From an optimization exercise on the open Yosys and OpenROAD flow, aimed at small area, a short achievable clock period and few clock cycles; shortcuts taken in it are not production practice.
The RTL was checked by simulation tests, not by an equivalence proof against the original design.
Power and IR drop assume default switching activity.

Setup of the baseline:
// matmul_top
module matmul_top (
	input  logic                   clk,
	input  logic                   reset_n,
	input  logic                   dut_valid,
	output logic                   dut_ready,
	output matmul_pkg::sram_addr_t input_read_address,
	input  matmul_pkg::sram_data_t input_read_data,
	output matmul_pkg::sram_addr_t weight_read_address,
	input  matmul_pkg::sram_data_t weight_read_data,
	output logic                   result_write_enable,
	output matmul_pkg::sram_addr_t result_write_address,
	output matmul_pkg::sram_data_t result_write_data
);
For scale: ~2300 cells after synthesis, ~350 flip-flops, ~150 I/O pins, roughly 0.024 mm^2 of cells after synthesis.
Settings: LEC_CHECK=0, CAP_MARGIN=20, CORE_MARGIN=2, CORE_UTILIZATION=55, CTS_CLUSTER_DIAMETER=120, CTS_CLUSTER_SIZE=24, SLEW_MARGIN=20, SYNTH_HIERARCHICAL=1; clock period 12.0 ns.
standard.sh (not shown) runs the stock make flow with config.mk's settings and CLKGATE_MAP_FILE= SYNTH_SCRIPT=/design/flow/synth_recipe.tcl, a recipe that flattens the netlist after the stock synthesis.
==> flow/flow/run.sh <==
#!/bin/bash
set -euo pipefail
MARGIN=${MARGIN:-8.5}
bash standard.sh SETUP_SLACK_MARGIN=$MARGIN \
  "BUFFER_PORTS_ARGS=-buffer_cell sky130_fd_sc_hd__buf_1" finish > standard.log 2>&1
Testbench counts of the baseline, summed over its fixed seeds: cycles 30,008.
The following lists how the candidate was set up differently from the baseline:
-- flow/flow/run.sh --
<<< the baseline, line 3
MARGIN=${MARGIN:-8.5}
>>> the candidate, line 3
MARGIN=${MARGIN:-8.55}
==> results.txt <==
- The count of buffers not belonging to the clock network in the layout in the candidate was higher than what the baseline gave.
- | number of global-route vias before repair | lower: the baseline |
- Total power came out higher on the candidate than on the baseline.
- For the baseline, the endpoint of the most critical setup path was input_read_address[3], unlike the candidate, where it was weight_read_address[15].
- Wire length ends up lower on the baseline.
- Compared with the baseline, in the candidate combinational gate power higher; via count grew by 184.
- Going from the baseline to the candidate, internal power consumption grew by a few percent.

---

Starting RTL as in the previous note.
// matmul_top
module matmul_top (
	input  logic                   clk,
	input  logic                   reset_n,
	input  logic                   dut_valid,
	output logic                   dut_ready,
	output matmul_pkg::sram_addr_t input_read_address,
	input  matmul_pkg::sram_data_t input_read_data,
	output matmul_pkg::sram_addr_t weight_read_address,
	input  matmul_pkg::sram_data_t weight_read_data,
	output logic                   result_write_enable,
	output matmul_pkg::sram_addr_t result_write_address,
	output matmul_pkg::sram_data_t result_write_data
);
Settings: LEC_CHECK=0, CAP_MARGIN=20, CORE_MARGIN=2, CORE_UTILIZATION=55, CTS_CLUSTER_DIAMETER=120, CTS_CLUSTER_SIZE=24, SLEW_MARGIN=20, SYNTH_HIERARCHICAL=1; clock period 12.0 ns.
==> flow/flow/run.sh <==
#!/bin/bash
set -euo pipefail
MARGIN=${MARGIN:-8.6}
bash standard.sh SETUP_SLACK_MARGIN=$MARGIN \
  "BUFFER_PORTS_ARGS=-buffer_cell sky130_fd_sc_hd__buf_2" finish > standard.log 2>&1
Testbench counts at the start, summed over its fixed seeds: cycles 30,008.
Then changed:
==> flow/run.sh (new file) <==
#!/bin/bash
# synth_recipe.tcl (not shown) runs the flow's synth.tcl, then flattens the netlist and writes it again
# the make line also repeats each setting of config.mk as NAME=value (left out here)
make -C /OpenROAD-flow-scripts/flow DESIGN_CONFIG=/design/flow/config.mk WORK_HOME=/design/flow/orfs CLKGATE_MAP_FILE= SYNTH_SCRIPT=/design/flow/synth_recipe.tcl finish
--- a/flow/config.mk
+++ b/flow/config.mk
@@ -12,0 +13 @@
+export SETUP_SLACK_MARGIN = 5
removed: flow/flow/run.sh
removed: flow/standard.sh
Via count drops by about 2.2%.
Synthesized cell count is unchanged.
Cell count went down by 2.1%.
Core utilization fell by 1.2 points.
Maximum frequency shrinks by 16%.
Area after synthesis does not change.
Total power goes down by about 5.4%.
Die area is unchanged.
Worst setup slack degrades by 640 ps.
Clock skew rose by 8.9 ps.
Then changed:
==> flow/flow/run.sh (new file) <==
#!/bin/bash
set -euo pipefail
MARGIN=${MARGIN:-8.2}
bash standard.sh SETUP_SLACK_MARGIN=$MARGIN \
  "BUFFER_PORTS_ARGS=-buffer_cell sky130_fd_sc_hd__buf_1" finish > standard.log 2>&1
==> flow/standard.sh (new file) <==
#!/bin/bash
# synth_recipe.tcl (not shown) runs the flow's synth.tcl, then flattens the netlist and writes it again
# the make line also repeats each setting of config.mk as NAME=value (left out here)
make -C /OpenROAD-flow-scripts/flow DESIGN_CONFIG=/design/flow/config.mk WORK_HOME=/design/flow/orfs CLKGATE_MAP_FILE= SYNTH_SCRIPT=/design/flow/synth_recipe.tcl "${@:-finish}"
--- a/flow/config.mk
+++ b/flow/config.mk
@@ -13 +12,0 @@
-export SETUP_SLACK_MARGIN = 5
removed: flow/run.sh
Effect: Final area drops by a few percent. Die area does not change. Count of clock-buffer cells in the layout drops by 2. Clock skew hardly moves. Clock power climbs slightly. Routed wire length climbs slightly.
Then changed:
--- a/flow/flow/run.sh
+++ b/flow/flow/run.sh
@@ -3 +3 @@
-MARGIN=${MARGIN:-8.2}
+MARGIN=${MARGIN:-8.6}
Effect: The new run went through all stages and came out clean. Clock-buffer cell count stays the same. Via count climbs by a few percent. Hold slack stays flat. Die area stays the same.
Then changed:
--- a/flow/flow/run.sh
+++ b/flow/flow/run.sh
@@ -3 +3 @@
-MARGIN=${MARGIN:-8.6}
+MARGIN=${MARGIN:-8.4}
The changed run ran to the end with no violations.
Utilization falls by 3.2 points.
Die area does not change.
Register-to-register slack degrades by 150 ps.
Worst hold slack barely changes.
Power went down by 6.3%.
Setup slack gets worse by 92 ps.
Global-route usage goes down by 0.51 points.
Wire length fell by 2.9%.
Count of clock-buffer cells in the layout is unchanged.
Synthesized cell count stays the same.

---

Setup of red:
Starting RTL as in the previous note.
Settings: LEC_CHECK=0, CAP_MARGIN=20, CORE_MARGIN=2, CORE_UTILIZATION=55, CTS_CLUSTER_DIAMETER=120, CTS_CLUSTER_SIZE=24, SLEW_MARGIN=20, SYNTH_HIERARCHICAL=1; clock period 12.0 ns.
==> flow/flow/run.sh <==
#!/bin/bash
set -euo pipefail
MARGIN=${MARGIN:-8.35}
bash standard.sh SETUP_SLACK_MARGIN=$MARGIN \
  "BUFFER_PORTS_ARGS=-buffer_cell sky130_fd_sc_hd__buf_1" finish > standard.log 2>&1
red has completed all stages; timing, DRC and antenna checks passed.
Testbench counts of red, summed over its fixed seeds: cycles 30,008.
--- input diff red..blue ---
Settings: TNS_END_PERCENT: unset -> 0.
==> flow/flow/run.sh <==
#!/bin/bash
set -euo pipefail
MARGIN=${MARGIN:-8.45}
bash standard.sh SETUP_SLACK_MARGIN=$MARGIN \
  "BUFFER_PORTS_ARGS=-buffer_cell sky130_fd_sc_hd__buf_1" finish > standard.log 2>&1
Compared red against blue; cell leakage power within noise.
The lower setup slack came out of red.
blue against red; highest clock rate is up slightly.
Compared with red, in blue cell area essentially unchanged; share of the clock period used by the worst path after layout moved down; total design power has remained practically unchanged; worst-case hold slack was more or less identical; number of inserted filler cells in the final layout shows no meaningful change.
Diff red -> blue: combinational cell power closely matched the old numbers, wire length closely matched the old numbers, synthesis-to-finish area growth closely matched the old numbers.

-- separate check: timing with driven ports --
Ports are ideal in the flow. The routed layouts listed here were re-timed in OpenROAD. Step 1: set_driving_cell puts a clkbuf_16 on clk and a buf_2 on each other input, an assumption about the parent block. Step 2, shift: input delay + t, output delay - t, t = (earliest + latest rising clock arrival at the registers) / 2. This alone moves slack from input paths to output paths. Three values: ideal ports, drivers, drivers and shift; two values: the first two.
| run | t, ns | slack for setup (ns) | latest minus earliest clock arrival (ns) |
|---|---|---|---|
| the baseline | 0.605 | 8.543 / 8.483 / 8.570 | 0.026 / 0.026 |
| the candidate | 0.607 | 8.562 / 8.503 / 8.611 | 0.026 / 0.027 |
| the first run of note 2 | 0.612 | 8.556 / 8.496 / 8.623 | 0.014 / 0.014 |
| the second run of note 2 | 0.597 | 7.918 / 7.861 / 8.334 | 0.026 / 0.026 |
| the third run of note 2 | 0.606 | 8.327 / 8.267 / 8.331 | 0.026 / 0.026 |
| the fourth run of note 2 | 0.607 | 8.558 / 8.498 / 8.648 | 0.027 / 0.027 |
| the fifth run of note 2 | 0.606 | 8.466 / 8.406 / 8.499 | 0.026 / 0.026 |
| red | 0.605 | 8.420 / 8.360 / 8.425 | 0.028 / 0.029 |
| blue | 0.606 | 8.442 / 8.382 / 8.459 | 0.028 / 0.028 |
After both steps setup and hold are still met in every run listed.
